From an optimization exercise on the open Yosys and OpenROAD flow, aimed at small area, a short achievable clock period and few clock cycles per item; shortcuts taken in it are not production practice.
Only simulation tests tie the RTL to the original design; equivalence was not proved.

Design disk_chs_lba_translate, start of the top module:
module disk_chs_lba_translate (
  input  logic        clk_i,
  input  logic        rst_ni,
  input  logic        in_valid_i,
  output logic        in_ready_o,
  input  logic        in_func_i,
  input  logic [15:0] in_cylinder_i,
  input  logic [7:0]  in_head_i,
  input  logic [7:0]  in_sector_i,
  input  logic [31:0] in_block_i,
  input  logic        in_wide_i,
  output logic        out_valid_o,
  input  logic        out_ready_i,
  output logic [31:0] out_block_o,
  output logic [15:0] out_cylinder_o,
  output logic [7:0]  out_head_o,
  output logic [7:0]  out_sector_o,
  output logic        out_addr_valid_o,
  input  logic        cfg_valid_i,
  output logic        cfg_ready_o,
  input  logic [7:0]  cfg_index_i,
  input  logic [15:0] cfg_value_i
);
clock: 9.0 ns
lec_check: 0
abc_area: 1
cap_margin: 20
core_margin: 2
core_utilization: 60
setup_slack_margin: 5
slew_margin: 20
run.sh (not shown) runs the stock make flow with config.mk's settings and CLKGATE_MAP_FILE= SYNTH_SCRIPT=/design/flow/synth_recipe.tcl, a recipe that flattens the netlist after the stock synthesis.
Testbench counts at the start, summed over its fixed seeds: cycles 12,182, items 12,000.
Rerun with:
CAP_MARGIN = 10   (was 20)
CORE_UTILIZATION = 40   (was 60)
SLEW_MARGIN = 10   (was 20)
Result: The changed run finished with timing, DRC and antenna clean. Setup slack degrades by 0.0032 ns. Die area climbs by 49%. Count of clock-buffer cells in the layout climbs by 15. Cell area climbs by 1.1%. Wire length barely changes. Hold slack degrades by 0.011 ns.
Rerun with:
ABC_AREA = unset   (was 1)
CAP_MARGIN = 20   (was 10)
CORE_UTILIZATION = 60   (was 40)
SLEW_MARGIN = 20   (was 10)
The new run ran to the end with no violations. Die area went down by 35%. Flip-flop and latch count does not change. Design area shrinks by 0.69%. Area after synthesis goes down by 3.0%. Worst setup slack loses 0.057 ns.
Rerun with:
ABC_AREA = 1   (was unset)
CORE_UTILIZATION = 40   (was 60)
PLACE_DENSITY = 0.75   (was unset)
Worst setup slack improves by 0.062 ns.
Fmax goes up by 1.6%.
Die area rose by 54%.
Rerun with:
ABC_AREA = unset   (was 1)
PLACE_DENSITY = unset   (was 0.75)
=> The new run produced a clean layout. Maximum frequency went down by a few percent. Global-route usage went down by 1.4 points.

---

## JK
disk_chs_lba_translate again, from the RTL that the note above started with.
Settings: LEC_CHECK=0, ABC_AREA=1, CAP_MARGIN=20, CORE_MARGIN=2, CORE_UTILIZATION=40, CTS_CLUSTER_DIAMETER=60, CTS_CLUSTER_SIZE=30, SETUP_SLACK_MARGIN=5, SLEW_MARGIN=20; clock period 9.0 ns.
The flow did not stop early for JK: all stages ran, and the layout cleared the timing, design-rule and antenna checks.
Testbench counts of JK, summed over its fixed seeds: cycles 12,182, items 12,000.
The inputs of MS differ from those of JK as listed below.
# JK
export LEC_CHECK = 0
export ABC_AREA = 1
export CAP_MARGIN = 20
export CORE_MARGIN = 2
export CORE_UTILIZATION = 40
export CTS_CLUSTER_DIAMETER = 60
export CTS_CLUSTER_SIZE = 30
export SETUP_SLACK_MARGIN = 5
export SLEW_MARGIN = 20
create_clock -name core_clock -period 9.0 [get_ports {clk_i}]
# MS
export LEC_CHECK = 0
export CAP_MARGIN = 20
export CORE_MARGIN = 2
export CORE_UTILIZATION = 40
export SETUP_SLACK_MARGIN = 4.5
export SLEW_MARGIN = 20
create_clock -name core_clock -period 9.0 [get_ports {clk_i}]
==> results.txt <==
Compare JK and MS | width of the chip higher: JK. Lower worst-case setup slack after placement was reported by MS, not JK. On clock skew, MS tracks JK almost exactly. In MS relative to JK, cell area after layout had gone down by a few percent. Taking JK as the reference, in MS wire length decreased 13%; floorplan core area shows a reduction of 3.1%; xor/xnor cell area share of the yosys netlist went up; chip height went down. MS ended up with a lower hold slack than JK did.
Input-level comparison between AL and MS:
# MS
export LEC_CHECK = 0
export CAP_MARGIN = 20
export CORE_MARGIN = 2
export CORE_UTILIZATION = 40
export SETUP_SLACK_MARGIN = 4.5
export SLEW_MARGIN = 20
create_clock -name core_clock -period 9.0 [get_ports {clk_i}]
# AL
export LEC_CHECK = 0
export ABC_AREA = 1
export CAP_MARGIN = 20
export CORE_MARGIN = 2
export CORE_UTILIZATION = 40
export SETUP_SLACK_MARGIN = 5
export SLEW_MARGIN = 20
create_clock -name core_clock -period 9.0 [get_ports {clk_i}]
Results
- Per the comparison of AL with MS, count of maximum capacitance violations now sits at about the same level; overall fraction of global-route tracks in use climbed 2.2 points.
- The category of the most critical setup path comes out register to register in one run and register to output pin in the other, namely in MS and AL respectively.
- Via count of the first global-routing pass (AL vs. MS) increases by more than 10%
- Looking at worst slack on hold paths, AL sits 0.0034 ns higher than MS does.
Input changes introduced in TR (baseline for comparison: AL):
# AL
export LEC_CHECK = 0
export ABC_AREA = 1
export CAP_MARGIN = 20
export CORE_MARGIN = 2
export CORE_UTILIZATION = 40
export SETUP_SLACK_MARGIN = 5
export SLEW_MARGIN = 20
create_clock -name core_clock -period 9.0 [get_ports {clk_i}]
# TR
export LEC_CHECK = 0
export ABC_AREA = 1
export CAP_MARGIN = 20
export CORE_MARGIN = 2
export CORE_UTILIZATION = 40
export GPL_ROUTABILITY_DRIVEN = 0
export SETUP_SLACK_MARGIN = 5
export SLEW_MARGIN = 20
create_clock -name core_clock -period 9.0 [get_ports {clk_i}]
## What came out
No stage failed in TR, and the final checks on the layout all came back clean. Diff AL..TR | post-synthesis register bit count | unchanged. Per the comparison of TR with AL, met3 track demand over resource in global routing now larger, number of buffers outside the clock class in the layout now smaller, clock insertion delay at the later pin of the skew report comparable, smallest setup slack after layout now larger, wire length of the first global-routing pass comparable. Looking at AL and TR, the total length of routed wires is a wash.

## port drivers added, routing unchanged
In the flow no input, the clock included, has a driving cell. The finished layouts below were timed again as built, in two steps. Step 1: set_driving_cell puts a clkbuf_16 on clk_i and a buf_2 on each other input, an assumption about the parent block. Step 2 adds t to the input delays and takes it off the output delays; t is the mean of the earliest and latest rising clock arrival at the registers after step 1. Input paths then give back, and output paths get back, about the clock's delay inside the block. a / b / c = no drivers / after step 1 / after step 2; a / b = the first two.
run	t, ns	slack for setup (ns)	worst register clock-pin slew, ns
the first run of note 1	0.744	5.111 / 5.111 / 4.593	0.07 / 0.07
the second run of note 1	0.762	5.108 / 5.033 / 4.492	0.07 / 0.07
the third run of note 1	0.734	5.051 / 5.037 / 4.393	0.07 / 0.07
the fourth run of note 1	0.749	5.114 / 5.037 / 4.470	0.07 / 0.07
the fifth run of note 1	0.750	5.004 / 5.004 / 4.432	0.07 / 0.07
JK	0.751	5.105 / 5.031 / 4.432	0.09 / 0.09
MS	0.752	4.580 / 4.580 / 3.948	0.06 / 0.06
AL	0.774	5.101 / 5.024 / 4.488	0.06 / 0.06
TR	0.770	5.129 / 5.062 / 4.440	0.06 / 0.06
After both steps every run listed still meets setup and hold. For TR, which loses most, drivers alone change the setup slack by -0.067 ns; drivers and shift together by -0.689 ns.
